Source: an optimization exercise on an open RTL-to-GDS flow (aim: small area, a short achievable clock period and few clock cycles per item). Production flows keep margins and buffers that such runs may drop.
In this exercise RTL edits were held to simulation tests only and were not proved equivalent to the original.

==> inputs of trial 94 <==
## hsl_to_rgb_converter
module hsl_to_rgb_converter #(
    parameter int unsigned FRAC_BITS = hsl2rgb_pkg::FRAC_BITS_DEF
) (
    input  logic             i_clk,
    input  logic             i_rst_n,
    input  logic             i_pix_valid,
    output logic             i_pix_ready,
    input  logic [hsl2rgb_pkg::HUE_W-1:0] i_pix_hue,
    input  logic [hsl2rgb_pkg::SL_W-1:0]  i_pix_saturation,
    input  logic [hsl2rgb_pkg::SL_W-1:0]  i_pix_lightness,
    output logic             o_pix_valid,
    input  logic             o_pix_ready,
    output logic [hsl2rgb_pkg::CH_W-1:0]  o_pix_red,
    output logic [hsl2rgb_pkg::CH_W-1:0]  o_pix_green,
    output logic [hsl2rgb_pkg::CH_W-1:0]  o_pix_blue
);
    logic en;
    logic sc_1;
    logic sc_2;
    logic sc_3;
    logic sc_4;
    logic sc_5;
    logic sc_6;
    logic sc_7;
    logic sc_8;
    logic sc_9;
    logic sc_10;
    logic sc_11;
    logic sc_12;
    logic lc_13;
    logic lc_14;
    logic lc_15;
    logic lc_16;
    logic lc_17;
    logic lc_18;
    logic lc_19;
    logic lc_20;
    logic lc_21;
    logic lc_22;
    logic lc_23;
    logic lc_24;
    logic mi_25;
    logic mi_26;
    logic mi_27;
    logic mi_28;
    logic mi_29;
    logic mi_30;
    logic mi_31;
    logic mi_32;
    logic mi_33;
    logic mi_34;
    logic mi_35;
    logic r1_mi_36;
    logic r1_lc_37;
    logic lr_38;
    logic r1_mi_39;
    logic lr_40;
    logic r1_mi_41;
    logic lr_42;
    logic r1_mi_43;
    logic lr_44;
    logic r1_mi_45;
    logic lr_46;
    logic r1_mi_47;
    logic lr_48;
    logic r1_mi_49;
    logic lr_50;
    logic r1_mi_51;
    logic lr_52;
    logic r1_mi_53;
    logic lr_54;
    logic r1_mi_55;
    logic lr_56;
    logic r1_mi_57;
    logic lr_58;
    logic r1_i_pix_lightness_59;
    logic r1_i_pix_hue_60;
    logic r1_i_pix_hue_61;
    logic r1_i_pix_hue_62;
    logic r1_i_pix_hue_63;
    logic r1_i_pix_hue_64;
    logic r1_i_pix_hue_65;
    logic r1_i_pix_hue_66;
    logic r1_i_pix_hue_67;
    logic r1_i_pix_hue_68;
    logic r1_i_pix_hue_69;
    logic r1_i_pix_hue_70;
    logic r1_i_pix_hue_71;
    logic [13:0] y_72;
    logic cbt_73;
    logic r1_sc_74;
    logic r1_sc_75;
    logic pcb_76;
    logic r1_cbt_77;
    logic pcb_78;
    logic pcb_79;
    logic pcb_80;
    logic pcb_81;
    logic pcb_82;
    logic pcb_83;
    logic pcb_84;
    logic pcb_85;
  ...
make LEC_CHECK=0 ABC_AREA=1 CAP_MARGIN=20 CORE_MARGIN=2 CORE_UTILIZATION=45 PLACE_DENSITY=0.6 SETUP_SLACK_MARGIN=4.4 SLEW_MARGIN=20 SYNTH_HIERARCHICAL=1 finish   # period 8.0 ns
run.sh (not shown) runs the stock make flow with config.mk's settings and CLKGATE_MAP_FILE= SYNTH_SCRIPT=/design/flow/synth_recipe.tcl, a recipe that flattens the netlist after the stock synthesis.
==> build 81: changes against trial 94 <==
CORE_UTILIZATION = 55   (was 45)
PLACE_DENSITY = 0.75   (was 0.6)
SETUP_SLACK_MARGIN = 4.7   (was 4.4)
==> summary of the runs <==
- Trial 94 completed without violations. Build 81 ran to the end with no violations.
- In synthesized cell count, trial 94 and build 81 do not differ.
- In trial 94 the utilization is lower than in build 81, by 14 points.
- Against trial 94, the count of clock-buffer cells in the layout of build 81 is lower by 13.
- Of trial 94 and build 81, build 81 has the higher via count (gap 6.3%, measured against build 81).
- In trial 94 the global-route usage is lower than in build 81, by 5.9 points.
- Against build 81, the wire length of trial 94 is lower by 7.2%.
==> figures <==
metric                                                                build 81                 trial 94
Total Routing Usage GR                                                   28.8%                    22.8%
Final standard cell area without fillers                            0.0345 mm²               0.0330 mm²
Met3 Routed Length                                                     7.00 mm                  4.31 mm
Setup Buffers After CTS                                                     92                       10
Tapcells                                                                   688                      855
Clock network area share                                                 4.51%                    4.51%
Count of plain and timing-repair buffers                                   269                      156
Final area over synthesized area                                        1.184x                   1.132x
Tmin final                                                             3.58 ns                  3.59 ns
Die outline width                                                       234 µm                   258 µm
Result of the run                                      complete, no violations  complete, no violations
Metal-1 WL                                                             31.4 mm                  33.4 mm
Worst max-slew margin expressed relative to the limit                    30.1%                    30.1%
Startpoint of the most critical hold path                  r2_lr_365$_DFFE_PN_      r2_lr_369$_DFFE_PN_
Critical path's largest stage delay                                    0.52 ns                  0.54 ns
Routing usage on met1                                                    35.7%                    31.0%
Testbench counts of trial 94, summed over its fixed seeds: cycles 32,048, items 32,000.
Testbench counts of build 81, summed over its fixed seeds: cycles 32,048, items 32,000.

* * *

==> 10-18 <==
Starting RTL as in the previous note.
clock: 8.0 ns
lec_check: 0
abc_area: 1
cap_margin: 20
core_margin: 2
core_utilization: 55
cts_buf_list: sky130_fd_sc_hd__clkbuf_8
place_density: 0.75
setup_slack_margin: 4.4
slew_margin: 20
synth_hierarchical: 1
==> 05-27 (differences from 10-18) <==
CTS_BUF_LIST = unset   (was sky130_fd_sc_hd__clkbuf_8)
==> 03-04 (differences from 10-18) <==
CTS_BUF_LIST = sky130_fd_sc_hd__clkbuf_4   (was sky130_fd_sc_hd__clkbuf_8)
==> run notes <==
Status: 10-18 timing/DRC/antenna clean; 05-27 timing/DRC/antenna clean; 03-04 timing/DRC/antenna clean
Buffer count excluding the clock tree in the final layout: 10-18 142; 05-27 118; 03-04 163
Routed length on met1: 10-18 29900 um; 05-27 29800 um; 03-04 30000 um
Min Hold Slack: 10-18 0.404 ns; 05-27 0.417 ns; 03-04 0.419 ns
Met1 global-route usage: 10-18 34.0%; 05-27 34.5%; 03-04 34.3%
Ratio of routed vias to standard cells: 10-18 5.67; 05-27 5.68; 03-04 5.68
Number of setup buffers added after CTS: 10-18 5; 05-27 6; 03-04 9
Flip-flop and latch share of the layout cell area: 10-18 36.9%; 05-27 37.1%; 03-04 36.9%
Util after Layout: 10-18 62.1%; 05-27 61.6%; 03-04 62.1%
Data arrival at the endpoint of the critical path: 10-18 4.05 ns; 05-27 3.86 ns; 03-04 4.19 ns
Testbench counts of 10-18, summed over its fixed seeds: cycles 32,048, items 32,000.
Testbench counts of 05-27, summed over its fixed seeds: cycles 32,048, items 32,000.
Testbench counts of 03-04, summed over its fixed seeds: cycles 32,048, items 32,000.

-- port drivers added, routing unchanged --
The results above use ideal ports. As a check the final layouts listed here were re-extracted and re-timed, cells and wires unchanged. Step 1 sets driving cells, clkbuf_16 on the clock port and buf_2 on the other inputs (assumed; they add their load-dependent delay and slew). Step 2 also shifts input and output timing later by t, the mid clock arrival at the registers, as if the neighbouring blocks saw the same clock. Three values: no drivers, after step 1, after step 2; two values: the first two.
| run | t, ns | setup slack, ns | worst setup path after step 2 | latest minus earliest clock arrival (ns) | worst data-port slew with drivers (ns) |
|---|---|---|---|---|---|
| trial 94 | 0.639 | 4.405 / 4.405 / 4.405 | register to register | 0.030 / 0.030 | 0.06 |
| build 81 | 0.659 | 4.425 / 4.425 / 4.425 | register to register | 0.024 / 0.024 | 0.06 |
| 10-18 | 0.716 | 4.332 / 4.332 / 4.332 | register to register | 0.068 / 0.069 | 0.06 |
| 05-27 | 0.641 | 4.450 / 4.450 / 4.450 | register to register | 0.038 / 0.039 | 0.06 |
| 03-04 | 0.887 | 4.364 / 4.364 / 4.364 | register to register | 0.106 / 0.107 | 0.06 |
After both steps every run listed still meets setup and hold.
